From an optimization exercise on the open Yosys and OpenROAD flow, aimed at small area; shortcuts taken in it are not production practice.
In this exercise RTL edits were held to simulation tests only and were not proved equivalent to the original.
No activity file was given, so power comes from the tool's default toggle rates.

Setup of AL:
==> module cap_alu_ctl, before the edit <==
module cap_alu_ctl (
    input  wire logic [2:0] op,
    output logic            a_en,
    output logic            x1_sel,
    output logic            b_en,
    output logic            imm_sel,
    output logic            sub,
    output logic            keep_tag,
    output logic            exc
);
    assign exc     = (op == pipe_types_pkg::OP_ILLEGAL) || (op == 3'd7);
    assign sub     = (op == pipe_types_pkg::OP_CSUB);
    assign x1_sel  = (op == pipe_types_pkg::OP_CGETTAG);
    assign imm_sel = (op == pipe_types_pkg::OP_ADDI);
    assign a_en    = !exc && !x1_sel;
    assign b_en    = (op == pipe_types_pkg::OP_CINCOFFSET) || sub;
    assign keep_tag = (op == pipe_types_pkg::OP_CINCOFFSET) ||
                      (op == pipe_types_pkg::OP_CMOVE);
endmodule
==> module cap_pipe_top, before the edit <==
module cap_pipe_top (
    input  wire logic                CLK,
    input  wire logic                rst_n,
    input  wire logic                insn_valid,
    input  wire logic [31:0]         insn,
    output logic                     retire_valid,
    output logic [38:0]              retire    
);
    logic [2:0]  op0;
    logic [2:0]  op1;
    logic        v1, v2;
    logic [4:0]  rd1, rd2, rs1_1, rs1_2;
    logic [11:0] imm1, imm2;    
    logic        a_en1, x1_sel1, b_en1, imm_sel1, sub1, keep1, exc1;
    logic        a_en, x1_sel, b_en, imm_sel, sub, keep, exc;
    logic        c1_tag, res_tag;
    logic [31:0] c1_addr, c2_addr, res_addr;
    logic        we;
    assign we      = v2 && !exc && rd2 != 5'd0;
    assign res_tag = c1_tag && keep;
    insn_decoder decoder_i (
        .insn (insn),
        .op   (op0)
    );
    always_ff @(posedge CLK or negedge rst_n) begin
        if (!rst_n) begin
            v1           <= 1'b0;
            v2           <= 1'b0;
            retire_valid <= 1'b0;
        end else begin
            v1           <= insn_valid;
            v2           <= v1;
            retire_valid <= v2;
        end
    end
    always_ff @(posedge CLK) begin
        op1   <= op0;
        rd1   <= insn[11:7];
        rs1_1 <= insn[19:15];
        imm1  <= insn[31:20];
        a_en    <= a_en1;
        x1_sel  <= x1_sel1;
        b_en    <= b_en1;
        imm_sel <= imm_sel1;
        sub     <= sub1;
        keep    <= keep1;
        exc     <= exc1;
        rd2   <= rd1;
        rs1_2 <= rs1_1;
        imm2  <= imm1;
        retire <= {rd2, res_tag, res_addr, exc};
    end
    cap_alu_ctl ctl_i (
        .op       (op1),
        .a_en     (a_en1),
        .x1_sel   (x1_sel1),
        .b_en     (b_en1),
        .imm_sel  (imm_sel1),
        .sub      (sub1),
        .keep_tag (keep1),
        .exc      (exc1)
    );
    operand_stage operand_i (
        .CLK     (CLK),
        .rst_n   (rst_n),
        .we      (we),
        .wr      (rd2),
        .wtag    (res_tag),
        .waddr   (res_addr),
        .r1      (rs1_2),
        .r1_en   (a_en),
        .x1_sel  (x1_sel),
        .r1_addr (c1_addr),
        .r1_tag  (c1_tag),
        .r2      (imm2[4:0]),
        .r2_en   (b_en),
        .imm_sel (imm_sel),
        .imm     (imm2),
        .r2_addr (c2_addr)
    );
    cap_alu_stage alu_i (
        .sub      (sub),
        .a        (c1_addr),
        .b        (c2_addr),
        .res_addr (res_addr)
    );
endmodule
==> flow/config.mk <==
export PLATFORM = sky130hd
export DESIGN_NAME = cap_pipe_top
export DESIGN_NICKNAME = cap_pipe_top
export VERILOG_FILES = /design/flow/design.v
export SDC_FILE = /design/flow/constraint.sdc
export NUM_CORES = 4
export LEC_CHECK = 0
export CAP_MARGIN = 20
export CORE_MARGIN = 2
export CORE_UTILIZATION = 55
export PLACE_DENSITY = 0.65
export SLEW_MARGIN = 20
export SYNTH_HIERARCHICAL = 1
==> flow/constraint.sdc <==
create_clock -name core_clock -period 6.0 [get_ports {CLK}]
set_input_delay 1.2000 -clock core_clock [delete_from_list [all_inputs] [get_ports {CLK}]]
set_output_delay 1.2000 -clock core_clock [all_outputs]
set_load 0.01 [all_outputs]
standard.sh (not shown) runs the stock make flow with config.mk's settings and CLKGATE_MAP_FILE= SYNTH_SCRIPT=/design/flow/synth_recipe.tcl, a recipe that flattens the netlist after the stock synthesis.
==> flow/flow/run.sh <==
#!/bin/bash
# The standard ORFS layout (standard.sh, standard synthesis unchanged) with
# two changes: 1x port buffers, and a clock tree of 16x leaf buffers that
# each take up to 30 sinks within 70 um, without dummy loads.
# make's output goes to standard.log here; each ORFS step keeps its own
# log under orfs/logs.
set -euo pipefail
cd "$(dirname "$0")/.."
export BUFFER_PORTS_ARGS="-buffer_cell sky130_fd_sc_hd__buf_1"
export CTS_ARGS="-sink_clustering_enable -repair_clock_nets -dont_use_dummy_load -sink_clustering_size 30 -sink_clustering_max_diameter 70 -buf_list sky130_fd_sc_hd__clkbuf_16"
bash standard.sh > standard.log 2>&1
### AL -> TR
--- a/flow/design.v
+++ b/flow/design.v
@@ -180,15 +180,15 @@
     input  wire logic [2:0] op,
     output logic            a_en,
     output logic            x1_sel,
     output logic            b_en,
     output logic            imm_sel,
     output logic            sub,
-    output logic            keep_tag,
-    output logic            exc
+    output logic            keep_tag
 );
+    logic exc;
     assign exc     = (op == pipe_types_pkg::OP_ILLEGAL) || (op == 3'd7);
     assign sub     = (op == pipe_types_pkg::OP_CSUB);
     assign x1_sel  = (op == pipe_types_pkg::OP_CGETTAG);
     assign imm_sel = (op == pipe_types_pkg::OP_ADDI);
     assign a_en    = !exc && !x1_sel;
     assign b_en    = (op == pipe_types_pkg::OP_CINCOFFSET) || sub;
@@ -238,17 +238,18 @@
 );
     logic [2:0]  op0;
     logic [2:0]  op1;
     logic        v1, v2;
     logic [4:0]  rd1, rd2, rs1_1, rs1_2;
     logic [11:0] imm1, imm2;    
-    logic        a_en1, x1_sel1, b_en1, imm_sel1, sub1, keep1, exc1;
+    logic        a_en1, x1_sel1, b_en1, imm_sel1, sub1, keep1;
     logic        a_en, x1_sel, b_en, imm_sel, sub, keep, exc;
     logic        c1_tag, res_tag;
     logic [31:0] c1_addr, c2_addr, res_addr;
     logic        we;
+    assign exc     = !a_en && !x1_sel;    
     assign we      = v2 && !exc && rd2 != 5'd0;
     assign res_tag = c1_tag && keep;
     insn_decoder decoder_i (
         .insn (insn),
         .op   (op0)
     );
@@ -271,27 +272,25 @@
         a_en    <= a_en1;
         x1_sel  <= x1_sel1;
         b_en    <= b_en1;
         imm_sel <= imm_sel1;
         sub     <= sub1;
         keep    <= keep1;
-        exc     <= exc1;
         rd2   <= rd1;
         rs1_2 <= rs1_1;
         imm2  <= imm1;
         retire <= {rd2, res_tag, res_addr, exc};
     end
     cap_alu_ctl ctl_i (
         .op       (op1),
         .a_en     (a_en1),
         .x1_sel   (x1_sel1),
         .b_en     (b_en1),
         .imm_sel  (imm_sel1),
         .sub      (sub1),
-        .keep_tag (keep1),
-        .exc      (exc1)
+        .keep_tag (keep1)
     );
     operand_stage operand_i (
         .CLK     (CLK),
         .rst_n   (rst_n),
         .we      (we),
         .wr      (rd2),
Findings:
Compared with AL, in TR final setup slack of the worst path went down 42 ps; core utilization went up 1.5 points; sequential cell count held; sequential cell area share went down 1.6 points.
There was hardly any difference in die outline width between TR and AL.
Going from AL to TR, count of buffer and inverter cells on the critical path went up by 3; first-pass detailed-route iteration total went down 1.
[compare] base=AL new=TR: clock power increased by about 1% relative to the old numbers, area share of xor/xnor cells in the synthesized design barely changed, first-pass GRT wire length +5.1%.
In the flow results for AL and TR, the power consumption is larger on TR.
In TR, the power share of the clock group came out 0.2 points above the value in AL.
TR reports a higher endpoint required time on the critical path than AL does.


== the baseline ==
cap_pipe_top again, from the RTL that the note above started with.
// cap_pipe_top
module cap_pipe_top (
    input  wire logic                CLK,
    input  wire logic                rst_n,
    input  wire logic                insn_valid,
    input  wire logic [31:0]         insn,
    output logic                     retire_valid,
    output logic [38:0]              retire    
);
    logic [2:0]  op0;
    logic [2:0]  op1;
    logic        v1, v2;
    logic [4:0]  rd1, rd2, rs1_1, rs1_2;
    logic [11:0] imm1, imm2;    
    logic        a_en1, x1_sel1, b_en1, imm_sel1, sub1, keep1, exc1;
    logic        a_en, x1_sel, b_en, imm_sel, sub, keep, exc;
    logic        c1_tag, res_tag;
    logic [31:0] c1_addr, c2_addr, res_addr;
    logic        we;
    assign we      = v2 && !exc && rd2 != 5'd0;
    assign res_tag = c1_tag && keep;
    insn_decoder decoder_i (
        .insn (insn),
        .op   (op0)
    );
    always_ff @(posedge CLK or negedge rst_n) begin
        if (!rst_n) begin
            v1           <= 1'b0;
            v2           <= 1'b0;
            retire_valid <= 1'b0;
        end else begin
            v1           <= insn_valid;
            v2           <= v1;
            retire_valid <= v2;
        end
    end
    always_ff @(posedge CLK) begin
        op1   <= op0;
        rd1   <= insn[11:7];
        rs1_1 <= insn[19:15];
        imm1  <= insn[31:20];
        a_en    <= a_en1;
        x1_sel  <= x1_sel1;
        b_en    <= b_en1;
        imm_sel <= imm_sel1;
        sub     <= sub1;
        keep    <= keep1;
        exc     <= exc1;
        rd2   <= rd1;
        rs1_2 <= rs1_1;
        imm2  <= imm1;
        retire <= {rd2, res_tag, res_addr, exc};
    end
    cap_alu_ctl ctl_i (
        .op       (op1),
        .a_en     (a_en1),
        .x1_sel   (x1_sel1),
        .b_en     (b_en1),
        .imm_sel  (imm_sel1),
        .sub      (sub1),
        .keep_tag (keep1),
        .exc      (exc1)
    );
    operand_stage operand_i (
        .CLK     (CLK),
        .rst_n   (rst_n),
        .we      (we),
        .wr      (rd2),
        .wtag    (res_tag),
        .waddr   (res_addr),
        .r1      (rs1_2),
        .r1_en   (a_en),
        .x1_sel  (x1_sel),
        .r1_addr (c1_addr),
        .r1_tag  (c1_tag),
        .r2      (imm2[4:0]),
        .r2_en   (b_en),
        .imm_sel (imm_sel),
        .imm     (imm2),
        .r2_addr (c2_addr)
    );
    cap_alu_stage alu_i (
  ...
==> module rf_or12n, before the edit <==
module rf_or12n (
    input  wire logic [11:0] t_n,
    output logic             y
);
    assign y = ~&t_n;
endmodule
==> module rf_rdbit, before the edit <==
module rf_rdbit #(
    parameter int W = 31
) (
    input  wire logic [W-1:0] a,
    input  wire logic [W-1:0] s,
    output logic              y
);
    for (genvar g = 0; g < 10; g++) begin : g_ao3
        logic t_n;
        rf_ao3n u (.a(a[3*g +: 3]), .s(s[3*g +: 3]), .y_n(t_n));
    end
    if (W == 32) begin : g_w32
        logic [1:0] t_n;
        rf_ao1n u30 (.a(a[30]), .s(s[30]), .y_n(t_n[0]));
        rf_ao1n u31 (.a(a[31]), .s(s[31]), .y_n(t_n[1]));
        rf_or12n u_or (
            .t_n ({t_n, g_ao3[9].t_n, g_ao3[8].t_n, g_ao3[7].t_n, g_ao3[6].t_n,
                   g_ao3[5].t_n, g_ao3[4].t_n, g_ao3[3].t_n, g_ao3[2].t_n,
                   g_ao3[1].t_n, g_ao3[0].t_n}),
            .y   (y)
        );
    end else begin : g_w31
        logic t_n;
        rf_ao1n u30 (.a(a[30]), .s(s[30]), .y_n(t_n));
        rf_or11n u_or (
            .t_n ({t_n, g_ao3[9].t_n, g_ao3[8].t_n, g_ao3[7].t_n, g_ao3[6].t_n,
                   g_ao3[5].t_n, g_ao3[4].t_n, g_ao3[3].t_n, g_ao3[2].t_n,
                   g_ao3[1].t_n, g_ao3[0].t_n}),
            .y   (y)
        );
    end
endmodule
Settings: LEC_CHECK=0, CAP_MARGIN=20, CORE_MARGIN=2, CORE_UTILIZATION=55, PLACE_DENSITY=0.65, SLEW_MARGIN=20, SYNTH_HIERARCHICAL=1; clock period 6.0 ns.
==> flow/flow/run.sh <==
#!/bin/bash
# The standard ORFS layout (standard.sh, standard synthesis unchanged) with
# two changes: 1x port buffers, and a clock tree of 16x leaf buffers that
# each take up to 30 sinks within 60 um, without dummy loads.
# make's output goes to standard.log here; each ORFS step keeps its own
# log under orfs/logs.
set -euo pipefail
cd "$(dirname "$0")/.."
export BUFFER_PORTS_ARGS="-buffer_cell sky130_fd_sc_hd__buf_1"
export CTS_ARGS="-sink_clustering_enable -repair_clock_nets -dont_use_dummy_load -sink_clustering_size 30 -sink_clustering_max_diameter 60 -buf_list sky130_fd_sc_hd__clkbuf_16"
bash standard.sh > standard.log 2>&1
The baseline completed every stage of the flow, and the final layout passed the timing, design-rule and antenna checks.
The inputs of the candidate differ from those of the baseline as listed below.
--- a/flow/design.v
+++ b/flow/design.v
@@ -57,6 +57,13 @@
 );
     assign y_n = ~|(a & s);
 endmodule
+module rf_ao2n (
+    input  wire logic [1:0] a,
+    input  wire logic [1:0] s,
+    output logic            y_n
+);
+    assign y_n = ~|(a & s);
+endmodule
 module rf_ao1n (
     input  wire logic a,
     input  wire logic s,
@@ -70,12 +77,6 @@
 );
     assign y = ~&t_n;
 endmodule
-module rf_or12n (
-    input  wire logic [11:0] t_n,
-    output logic             y
-);
-    assign y = ~&t_n;
-endmodule
 module rf_rdbit #(
     parameter int W = 31
 ) (
@@ -83,30 +84,16 @@
     input  wire logic [W-1:0] s,
     output logic              y
 );
+    logic [10:0] t_n;
     for (genvar g = 0; g < 10; g++) begin : g_ao3
-        logic t_n;
-        rf_ao3n u (.a(a[3*g +: 3]), .s(s[3*g +: 3]), .y_n(t_n));
+        rf_ao3n u (.a(a[3*g +: 3]), .s(s[3*g +: 3]), .y_n(t_n[g]));
     end
-    if (W == 32) begin : g_w32
-        logic [1:0] t_n;
-        rf_ao1n u30 (.a(a[30]), .s(s[30]), .y_n(t_n[0]));
-        rf_ao1n u31 (.a(a[31]), .s(s[31]), .y_n(t_n[1]));
-        rf_or12n u_or (
-            .t_n ({t_n, g_ao3[9].t_n, g_ao3[8].t_n, g_ao3[7].t_n, g_ao3[6].t_n,
-                   g_ao3[5].t_n, g_ao3[4].t_n, g_ao3[3].t_n, g_ao3[2].t_n,
-                   g_ao3[1].t_n, g_ao3[0].t_n}),
-            .y   (y)
-        );
-    end else begin : g_w31
-        logic t_n;
-        rf_ao1n u30 (.a(a[30]), .s(s[30]), .y_n(t_n));
-        rf_or11n u_or (
-            .t_n ({t_n, g_ao3[9].t_n, g_ao3[8].t_n, g_ao3[7].t_n, g_ao3[6].t_n,
-                   g_ao3[5].t_n, g_ao3[4].t_n, g_ao3[3].t_n, g_ao3[2].t_n,
-                   g_ao3[1].t_n, g_ao3[0].t_n}),
-            .y   (y)
-        );
+    if (W == 32) begin : g_last2
+        rf_ao2n u (.a(a[31:30]), .s(s[31:30]), .y_n(t_n[10]));
+    end else begin : g_last1
+        rf_ao1n u (.a(a[30]), .s(s[30]), .y_n(t_n[10]));
     end
+    rf_or11n u_or (.t_n(t_n), .y(y));
 endmodule
 module operand_stage (
     input  wire logic                 CLK,
[summary]
Area fraction in and, or, nand and nor cells after synthesis down 0.66 points in the candidate wrt the baseline. Compared with the baseline, the candidate improves worst hold margin. Sort the candidate and the baseline by clock skew asc -> top: the baseline. Filler cell count in the final layout: lower on the baseline. The candidate — cell depth of the worst flop-to-flop path 2 higher, the baseline as reference. In the candidate, the placement row count came out 0.96% above the value in the baseline. Of the two values seen for worst setup path startpoint, imm2[0]$_DFF_P_ was produced by the candidate and b_en$_DFF_P_ by the baseline. Global-route usage over all layers, the candidate and the baseline: higher on the baseline. Looking only at wire length of the first global-routing pass, and setting everything else aside, the higher value of the candidate and the baseline goes to the baseline. Taking the baseline as the reference, in the candidate non-clock buffer count higher, proportion of final cell area spent on non-clock buffers now sits higher, routed wire length went down, share of final layout cell area taken by clock buffers and inverters rose by 0.18 points. Multi-input gate share of the layout cell area, the candidate and the baseline, higher one = the baseline.

-- port drivers added, routing unchanged --
No port has a modelled driver above. Below, the same layouts with a new extraction and two added sets of constraints. Step 1 assumes that a clkbuf_16 drives the clock port and a buf_2 every other input. Step 2 moves the port delays by t, midway between the first and last clock arrival at a register: inputs arrive t later, outputs are due t later. That takes back most of the time a late clock gives input paths. a / b / c = no drivers / after step 1 / after step 2; a / b = the first two.
run	t (ns)	slack for setup (ns)	worst setup path at the end	clock arrival spread, ns	slew at the worst register clock pin (ns)
AL	0.716	0.120 / 0.120 / 0.120	register to register	0.084 / 0.083	0.11 / 0.11
TR	0.743	0.078 / 0.078 / 0.078	register to register	0.078 / 0.078	0.12 / 0.12
the baseline	0.702	0.145 / 0.145 / 0.145	register to register	0.072 / 0.072	0.10 / 0.10
the candidate	0.693	0.167 / 0.167 / 0.167	register to register	0.101 / 0.100	0.10 / 0.10
After both steps setup and hold are still met in every run listed.
